This is an optimization exercise on Yosys and OpenROAD, whose aim is small area and a short achievable clock period, not a production implementation. Function was checked by simulation only, so behaviour that the tests miss may differ from the original. Power and IR drop assume default switching activity.

## old
// result_fifo_reader
module result_fifo_reader #(
  parameter int RESULT_WIDTH = 32,
  parameter int DEPTH_LOG2   = 6,
  parameter int DROP_WIDTH   = 16
) (
  input  logic                    clock,
  input  logic                    resetn,
  input  logic [RESULT_WIDTH-1:0] result_data,
  input  logic                    result_wr_req,
  input  logic                    clear,
  output logic [RESULT_WIDTH-1:0] bus_rd_data,
  output logic                    bus_rd_valid,
  input  logic                    bus_rd_ready,
  output logic [DEPTH_LOG2:0]     fill_count,
  output logic                    full,
  output logic                    overflow,
  output logic [DROP_WIDTH-1:0]   drop_count
);
Size in the first run: ~7,600 cells after synthesis, about 80,000 sq um of cells after synthesis.
Settings: LEC_CHECK=0, ABC_CLOCK_PERIOD_IN_PS=2500, CAP_MARGIN=20, CORE_MARGIN=2, CORE_UTILIZATION=65, CTS_BUF_LIST=sky130_fd_sc_hd__clkbuf_8, CTS_CLUSTER_DIAMETER=50, CTS_CLUSTER_SIZE=16, SETUP_SLACK_MARGIN=2.95, SLEW_MARGIN=20, SYNTH_HIERARCHICAL=1; clock period 5.5 ns.
run.sh (not shown) runs the stock make flow with config.mk's settings and CLKGATE_MAP_FILE= SYNTH_SCRIPT=/design/flow/synth_recipe.tcl, a recipe that flattens the netlist after the stock synthesis.
Having completed the whole flow, old delivered a layout that passed the timing, DRC and antenna checks.
Edits applied to the flow inputs when going from old to new:
- swapping 2.95 for 3.15 in SETUP_SLACK_MARGIN
==> flow/flow/run.sh (new file) <==
#!/bin/bash
# The standard layout (the standard.sh, standard synthesis included), with one
# change: the port buffers that buffer_ports inserts are buf_4 cells instead of the
# slow delay cell it picks by itself, so the resizer starts from a fast buffer.
set -euo pipefail
export BUFFER_PORTS_ARGS="-buffer_cell sky130_fd_sc_hd__buf_4"
bash standard.sh > standard.log 2>&1
==> flow/standard.sh (new file) <==
#!/bin/bash
# synth_recipe.tcl (not shown) runs the flow's synth.tcl, then flattens the netlist and writes it again
# the make line also repeats each setting of config.mk as NAME=value (left out here)
make -C /OpenROAD-flow-scripts/flow DESIGN_CONFIG=/design/flow/config.mk WORK_HOME=/design/flow/orfs CLKGATE_MAP_FILE= SYNTH_SCRIPT=/design/flow/synth_recipe.tcl "${@:-finish}"
removed: flow/run.sh
Notes after the runs:
- old → new: clock distribution power went down about 3.3%; share of the final layout cell area in sequential cells went down 0.31 points; cell area went up 460 sq um.
- Between new and old, count of inverters other than clock inverters in the layout is lower for old, new comes in above that.
- Compared with old, the router placed more vias in new.
- new: all stages complete, timing, DRC and antenna checks passed
- old ran to completion and came out clean on the timing, DRC and antenna checks.
- Taking old as the reference, in new critical path depth shrank by 5, share of the clock period used by the worst path after layout shrank by 1.9 points.


the reference run:
The RTL this note starts from:
==> flow/design.v <==
module result_fifo_reader #(
  parameter int RESULT_WIDTH = 32,
  parameter int DEPTH_LOG2   = 6,
  parameter int DROP_WIDTH   = 16
) (
  input  logic                    clock,
  input  logic                    resetn,
  input  logic [RESULT_WIDTH-1:0] result_data,
  input  logic                    result_wr_req,
  input  logic                    clear,
  output logic [RESULT_WIDTH-1:0] bus_rd_data,
  output logic                    bus_rd_valid,
  input  logic                    bus_rd_ready,
  output logic [DEPTH_LOG2:0]     fill_count,
  output logic                    full,
  output logic                    overflow,
  output logic [DROP_WIDTH-1:0]   drop_count
);
  localparam int                     DEPTH     = 1 << DEPTH_LOG2;
  localparam logic [DEPTH_LOG2:0]    CNT_ONE   = {{DEPTH_LOG2{1'b0}}, 1'b1};
  localparam logic [DROP_WIDTH-1:0]  DROP_ONE  = {{(DROP_WIDTH-1){1'b0}}, 1'b1};
  logic [RESULT_WIDTH-1:0] row_q [DEPTH];    
  logic [RESULT_WIDTH-1:0] head_d;
  logic [DEPTH-1:0]        used_q, used_d;   
  logic [DEPTH_LOG2:0]     count_q, count_d;
  logic                    valid_q, valid_d;
  logic                    full_q, full_d;
  logic                    ovf_q, ovf_d;
  logic [DROP_WIDTH-1:0]   drop_q, drop_d;
  logic                    wr_req_q;
  logic push, pop, accept, discard, grow, shrink, head_zero;
  logic                    empty_q;          
  assign push    = result_wr_req & ~wr_req_q;
  assign pop     = ~empty_q & bus_rd_ready;
  assign accept  = push & (~full_q | pop);
  assign discard = push & full_q & ~pop;
  assign grow    = accept & ~pop;
  assign shrink  = pop & ~accept;
  logic [DEPTH_LOG2:0]   count_up, count_dn;
  logic [DROP_WIDTH-1:0] drop_up;
  logic                  sel_up, sel_dn, sel_keep;
  result_fifo_step #(.W(DEPTH_LOG2 + 1)) u_count_step (
    .q(count_q), .up(count_up), .dn(count_dn)
  );
  result_fifo_sat_inc #(.W(DROP_WIDTH)) u_drop_inc (.q(drop_q), .up(drop_up));
  assign sel_up   = ~clear & grow;
  assign sel_dn   = ~clear & shrink;
  assign sel_keep = ~(clear | grow | shrink);
  always_comb begin
    count_d = ({(DEPTH_LOG2+1){sel_up}}   & count_up)
            | ({(DEPTH_LOG2+1){sel_dn}}   & count_dn)
            | ({(DEPTH_LOG2+1){sel_keep}} & count_q);
    used_d  = used_q;
    ovf_d   = ovf_q;
    drop_d  = drop_q;
    if (clear) begin
      used_d  = '0;
      ovf_d   = 1'b0;
      drop_d  = '0;
    end else begin
      if (grow)    used_d = {used_q[DEPTH-2:0], 1'b1};
      if (shrink)  used_d = {1'b0, used_q[DEPTH-1:1]};
      if (discard) begin
        ovf_d  = 1'b1;
        drop_d = drop_up;
      end
    end
  end
  assign valid_d = ~clear & (used_q[1] | (~empty_q & ~bus_rd_ready) | push);
  assign full_d  = ~clear & (full_q ? ~shrink : (used_q[DEPTH-2] & grow));
  logic [RESULT_WIDTH-1:0] stay_n [DEPTH+1];
  logic                    pop_n;
  logic [DEPTH-1:0]        used_n;
  assign pop_n  = ~pop;
  assign used_n = ~used_q;
  for (genvar j = 0; j < DEPTH; j++) begin : g_stay
    result_fifo_stay #(.W(RESULT_WIDTH)) u_stay (
      .q(row_q[j]), .d(result_data), .used(used_q[j]), .used_n(used_n[j]),
      .stay_n(stay_n[j])
    );
  end
  assign stay_n[DEPTH] = ~result_data;
  logic [RESULT_WIDTH-1:0] row_d [DEPTH];
  for (genvar i = 0; i < DEPTH; i++) begin : g_pick
    result_fifo_pick #(.W(RESULT_WIDTH)) u_pick (
      .here_n(stay_n[i]), .above_n(stay_n[i+1]), .pop(pop), .pop_n(pop_n),
      .next(row_d[i])
    );
  end
  always_ff @(posedge clock) begin
    for (int i = 1; i < DEPTH; i++) row_q[i] <= row_d[i];
  end
  assign head_zero = ~valid_d;
  always_comb begin
    if (head_zero)  head_d = '0;
    else            head_d = row_d[0];
  end
  always_ff @(posedge clock or negedge resetn) begin
    if (!resetn) begin
      row_q[0] <= '0;
      used_q   <= '0;
      count_q  <= '0;
      valid_q  <= 1'b0;
      empty_q  <= 1'b1;
      full_q   <= 1'b0;
      ovf_q    <= 1'b0;
      drop_q   <= '0;
      wr_req_q <= 1'b1;
    end else begin
      row_q[0] <= head_d;
      used_q   <= used_d;
      count_q  <= count_d;
      valid_q  <= valid_d;
      empty_q  <= ~valid_d;
      full_q   <= full_d;
      ovf_q    <= ovf_d;
      drop_q   <= drop_d;
      wr_req_q <= result_wr_req;
    end
  end
  assign bus_rd_valid = valid_q;
  assign bus_rd_data  = row_q[0];
  assign fill_count   = count_q;
  assign full         = full_q;
  assign overflow     = ovf_q;
  assign drop_count   = drop_q;
endmodule
module result_fifo_stay #(
  parameter int W = 32
) (
  input  logic [W-1:0] q,
  input  logic [W-1:0] d,
  input  logic         used,
  input  logic         used_n,
  output logic [W-1:0] stay_n
);
  assign stay_n = ~((q | {W{used_n}}) & (d | {W{used}}));
endmodule
module result_fifo_pick #(
  parameter int W = 32
) (
  input  logic [W-1:0] here_n,
  input  logic [W-1:0] above_n,
  input  logic         pop,
  input  logic         pop_n,
  output logic [W-1:0] next
);
  assign next = ~((above_n | {W{pop_n}}) & (here_n | {W{pop}}));
endmodule
module result_fifo_step #(
  parameter int W = 7
) (
  input  logic [W-1:0] q,
  output logic [W-1:0] up,
  output logic [W-1:0] dn
);
  assign up = q + {{(W-1){1'b0}}, 1'b1};
  assign dn = q - {{(W-1){1'b0}}, 1'b1};
endmodule
module result_fifo_sat_inc #(
  parameter int W = 16
) (
  input  logic [W-1:0] q,
  output logic [W-1:0] up
);
  assign up = (q == '1) ? q : q + {{(W-1){1'b0}}, 1'b1};
endmodule
clock: 5.5 ns
lec_check: 0
abc_clock_period_in_ps: 2500
cap_margin: 20
core_margin: 2
core_utilization: 75
cts_buf_list: sky130_fd_sc_hd__clkbuf_8
cts_cluster_diameter: 40
cts_cluster_size: 20
setup_slack_margin: 3.0
slew_margin: 20
synth_hierarchical: 1
Stock flow here: none of the scripts above is used.
Relative to the reference run, the following input files were edited for the trial run:
- CTS_CLUSTER_DIAMETER changed from 40 to 50
- CORE_UTILIZATION changed from 75 to 65
- CTS_CLUSTER_SIZE changed from 20 to 16
### Flow results
The trial run and the reference run all finish clean. Between the reference run and the trial run, the power share of the combinational group figures differ only marginally. Power after layout (higher): the reference run. The trial run vs the reference run: count of instances resized after the clock tree is built up by a few percent. Against the reference run, the trial run comes in about 3% lower on number of clock buffer instances in the layout.

[separate check: timing with driven ports]
In the flow no input, the clock included, has a driving cell. The finished layouts below were timed again as built, in two steps. Step 1: set_driving_cell puts a clkbuf_16 on clock and a buf_2 on each other input, an assumption about the parent block. Step 2 moves the port delays by t, midway between the first and last clock arrival at a register: inputs arrive t later, outputs are due t later. That takes back most of the time a late clock gives input paths. a / b / c = no drivers / after step 1 / after step 2; a / b = the first two.
| run | t (ns) | setup WS [ns] | latest minus earliest clock arrival (ns) | worst slew at a driven data input, ns |
|---|---|---|---|---|
| old | 1.010 | 2.795 / 2.802 / 1.803 | 0.036 / 0.035 | 0.07 |
| new | 1.026 | 2.898 / 2.819 / 2.553 | 0.036 / 0.036 | 0.06 |
| the reference run | 0.978 | 2.834 / 2.759 / 2.229 | 0.049 / 0.050 | 0.15 |
| the trial run | 1.007 | 2.814 / 2.735 / 2.068 | 0.042 / 0.042 | 0.04 |
After both steps every run listed still meets setup and hold. The setup slack of old, which loses most, moves by +0.007 ns with the drivers and by -0.992 ns with both steps.
